What follows belongs to an exercise in optimizing a design on an open flow for small area and a short achievable clock period; a production flow would make more cautious choices. Where RTL was checked, it was by simulation tests only, not by an equivalence proof against the original.

## v26
==> flow/design.v (excerpt) <==
module dense2_argmax
(
  input  logic                clk,
  input  logic                rst,
  input  logic                in_valid,
  input  logic                frame_start_in,
  input  logic                frame_end_in,
  input  logic [dense2_pkg::DW-1:0]       dense_input,
  output logic                rom_en,
  output logic [dense2_pkg::AW-1:0]       rom_addr,
  input  logic [dense2_pkg::N_OUT*dense2_pkg::DW-1:0] rom_data,
  output logic                out_valid,
  output logic                frame_start_out,
  output logic                frame_end_out,
  output logic [dense2_pkg::DW-1:0]       logit_out,
  output logic                class_valid,
  output logic [dense2_pkg::IDX_W-1:0]    class_idx,
  output logic                err
);
For scale: roughly 0.073 sq mm of cells after synthesis.
==> flow/config.mk <==
export PLATFORM = sky130hd
export DESIGN_NAME = dense2_argmax
export DESIGN_NICKNAME = dense2_argmax
export VERILOG_FILES = /design/flow/design.v
export SDC_FILE = /design/flow/constraint.sdc
export NUM_CORES = 4
export LEC_CHECK = 0
export ABC_AREA = 1
export CAP_MARGIN = 20
export CORE_MARGIN = 2
export CORE_UTILIZATION = 40
export CTS_BUF_LIST = sky130_fd_sc_hd__clkbuf_4 sky130_fd_sc_hd__clkbuf_8
export PLACE_DENSITY = 0.6
export SETUP_SLACK_MARGIN = 5
export SLEW_MARGIN = 20
==> flow/constraint.sdc <==
create_clock -name core_clock -period 11.0 [get_ports {clk}]
set_input_delay 2.2000 -clock core_clock [delete_from_list [all_inputs] [get_ports {clk}]]
set_output_delay 2.2000 -clock core_clock [all_outputs]
set_load 0.01 [all_outputs]
standard.sh (not shown) runs the stock make flow with config.mk's settings and CLKGATE_MAP_FILE= SYNTH_SCRIPT=/design/flow/synth_recipe.tcl, a recipe that flattens the netlist after the stock synthesis.
==> flow/flow/run.sh <==
#!/bin/bash
# The standard layout (standard.sh: unchanged synthesis, floorplan, place,
# CTS, route) with three changes:
#  - repair_timing aims for 5.8 ns of setup slack at the design's 11 ns clock;
#  - ports are buffered with buf_2 cells instead of the default delay cells;
#  - after synthesis, invpush.py removes inverters between full-adder cells by
#    flipping adders (a full adder is self-dual), leaving registers, ports and
#    all other cells as synthesis made them.
# Each tool's output goes to a log here; ORFS keeps its step logs under orfs/logs.
set -euo pipefail
sed 's/SETUP_SLACK_MARGIN=[0-9.]*/SETUP_SLACK_MARGIN=5.8 "BUFFER_PORTS_ARGS=-buffer_cell sky130_fd_sc_hd__buf_2"/' standard.sh > standard_margin.sh
grep -q 'SETUP_SLACK_MARGIN=5.8 "BUFFER_PORTS_ARGS' standard_margin.sh
bash standard_margin.sh synth > synth.log 2>&1
NET=orfs/results/sky130hd/dense2_argmax/base/1_2_yosys.v
cp "$NET" 1_2_yosys.standard.v
python3 flow/invpush.py 1_2_yosys.standard.v "$NET" > invpush.log 2>&1
touch "$NET"
bash standard_margin.sh > standard.log 2>&1
Other scripts of this flow, unchanged in this note and not shown: flow/flow/invpush.py
> inputs changed (v26 -> v7)
--- a/flow/design.v
+++ b/flow/design.v
@@ -27,12 +27,15 @@
   input  logic [7:0]    two,
   input  logic [7:0]    neg,
   input  logic [15:0]   w,
   output logic [29:0]   s,
   output logic [29:0]   c
 );
+  logic [29:0] sn, cn;
+  assign s = ~sn;
+  assign c = ~cn;
   wire [29:0] sm = (s & {30{keep}}) | (nxt_s & {30{shift}});
   wire [29:0] cm = (c & {30{keep}}) | (nxt_c & {30{shift}});
   wire p1 = ((one[0] & w[0]) ^ neg[0]);
   wire p2 = (((one[0] & w[1]) | (two[0] & w[0])) ^ neg[0]);
   wire p3 = (((one[0] & w[2]) | (two[0] & w[1])) ^ neg[0]);
   wire p4 = (((one[0] & w[3]) | (two[0] & w[2])) ^ neg[0]);
@@ -495,14 +498,14 @@
   wire s461 = 1'b1 ^ sm[29] ^ cm[29];
   wire c462 = (1'b1 & sm[29]) | (1'b1 & cm[29]) | (sm[29] & cm[29]);
   wire s463 = c458 ^ s461 ^ c460;
   wire c464 = (c458 & s461) | (c458 & c460) | (s461 & c460);
   wire [8:0] low_sum = {1'b0, c154, s153, s147, s143, s139, s137, p2, p1} + {1'b0, s159, 1'b0, 1'b0, 1'b0, 1'b0, 1'b0, 1'b0, neg[0]};
   always_ff @(posedge clk) begin
-    s <= {s463, s459, s455, s451, s447, c440, s439, c432, s431, c420, s419, c404, s403, c384, s383, c360, s359, c332, s331, c300, s299, s281, c248, c232, c218, c204, c192, c180, c170, s169};
-    c <= {1'b0, 1'b0, 1'b0, 1'b0, 1'b0, s443, 1'b0, s435, 1'b0, s425, 1'b0, s411, 1'b0, s393, 1'b0, s371, 1'b0, s345, 1'b0, s315, 1'b0, 1'b0, s263, s247, s231, s217, s203, s191, s179, low_sum[8]};
+    sn <= ~{s463, s459, s455, s451, s447, c440, s439, c432, s431, c420, s419, c404, s403, c384, s383, c360, s359, c332, s331, c300, s299, s281, c248, c232, c218, c204, c192, c180, c170, s169};
+    cn <= ~{1'b0, 1'b0, 1'b0, 1'b0, 1'b0, s443, 1'b0, s435, 1'b0, s425, 1'b0, s411, 1'b0, s393, 1'b0, s371, 1'b0, s345, 1'b0, s315, 1'b0, 1'b0, s263, s247, s231, s217, s203, s191, s179, low_sum[8]};
   end
 endmodule
 module dense2_argmax
 (
   input  logic                clk,
   input  logic                rst,
- The routability-driven placement congestion ratio was comparable across v7 and v26.
- Measured against each other, v7 and v26 differ in violation count after the first detailed-routing iteration, the higher figure coming from v26.
- Comparing v7 and v26, the lower met1 layer usage reported by global route was measured on v7.
- Run comparison: v7 first element of the critical path b_neg[4]$_DFF_P_; v26 first element of the critical path rom_data[87]
- Compared with v26, in v7 number of standard cells after synthesis fell 224, area of all placed cells without fillers fell 730 sq um.
Function not checked in v26: the RTL went through the layout flow alone.

[afterwards: timing with drivers on the ports]
In the flow no input, the clock included, has a driving cell. The finished layouts below were timed again as built, in two steps. Step 1 assumes that a clkbuf_16 drives the clock port and a buf_2 every other input. Step 2 adds t to the input delays and takes it off the output delays; t is the mean of the earliest and latest rising clock arrival at the registers after step 1. Input paths then give back, and output paths get back, about the clock's delay inside the block. a / b / c = ideal ports / drivers / drivers and shift; a / b = the first two.
run	t, ns	setup slack, ns	hold slack, ns	pins driven straight from the clock port
v26	0.962	5.850 / 5.817 / 4.946	0.447 / 0.447 / 0.447	1
v7	0.953	5.832 / 5.806 / 4.940	0.447 / 0.447 / 0.447	1
After both steps every run listed still meets setup and hold. The setup slack of v26, which loses most, moves by -0.033 ns with the drivers and by -0.904 ns with both steps.
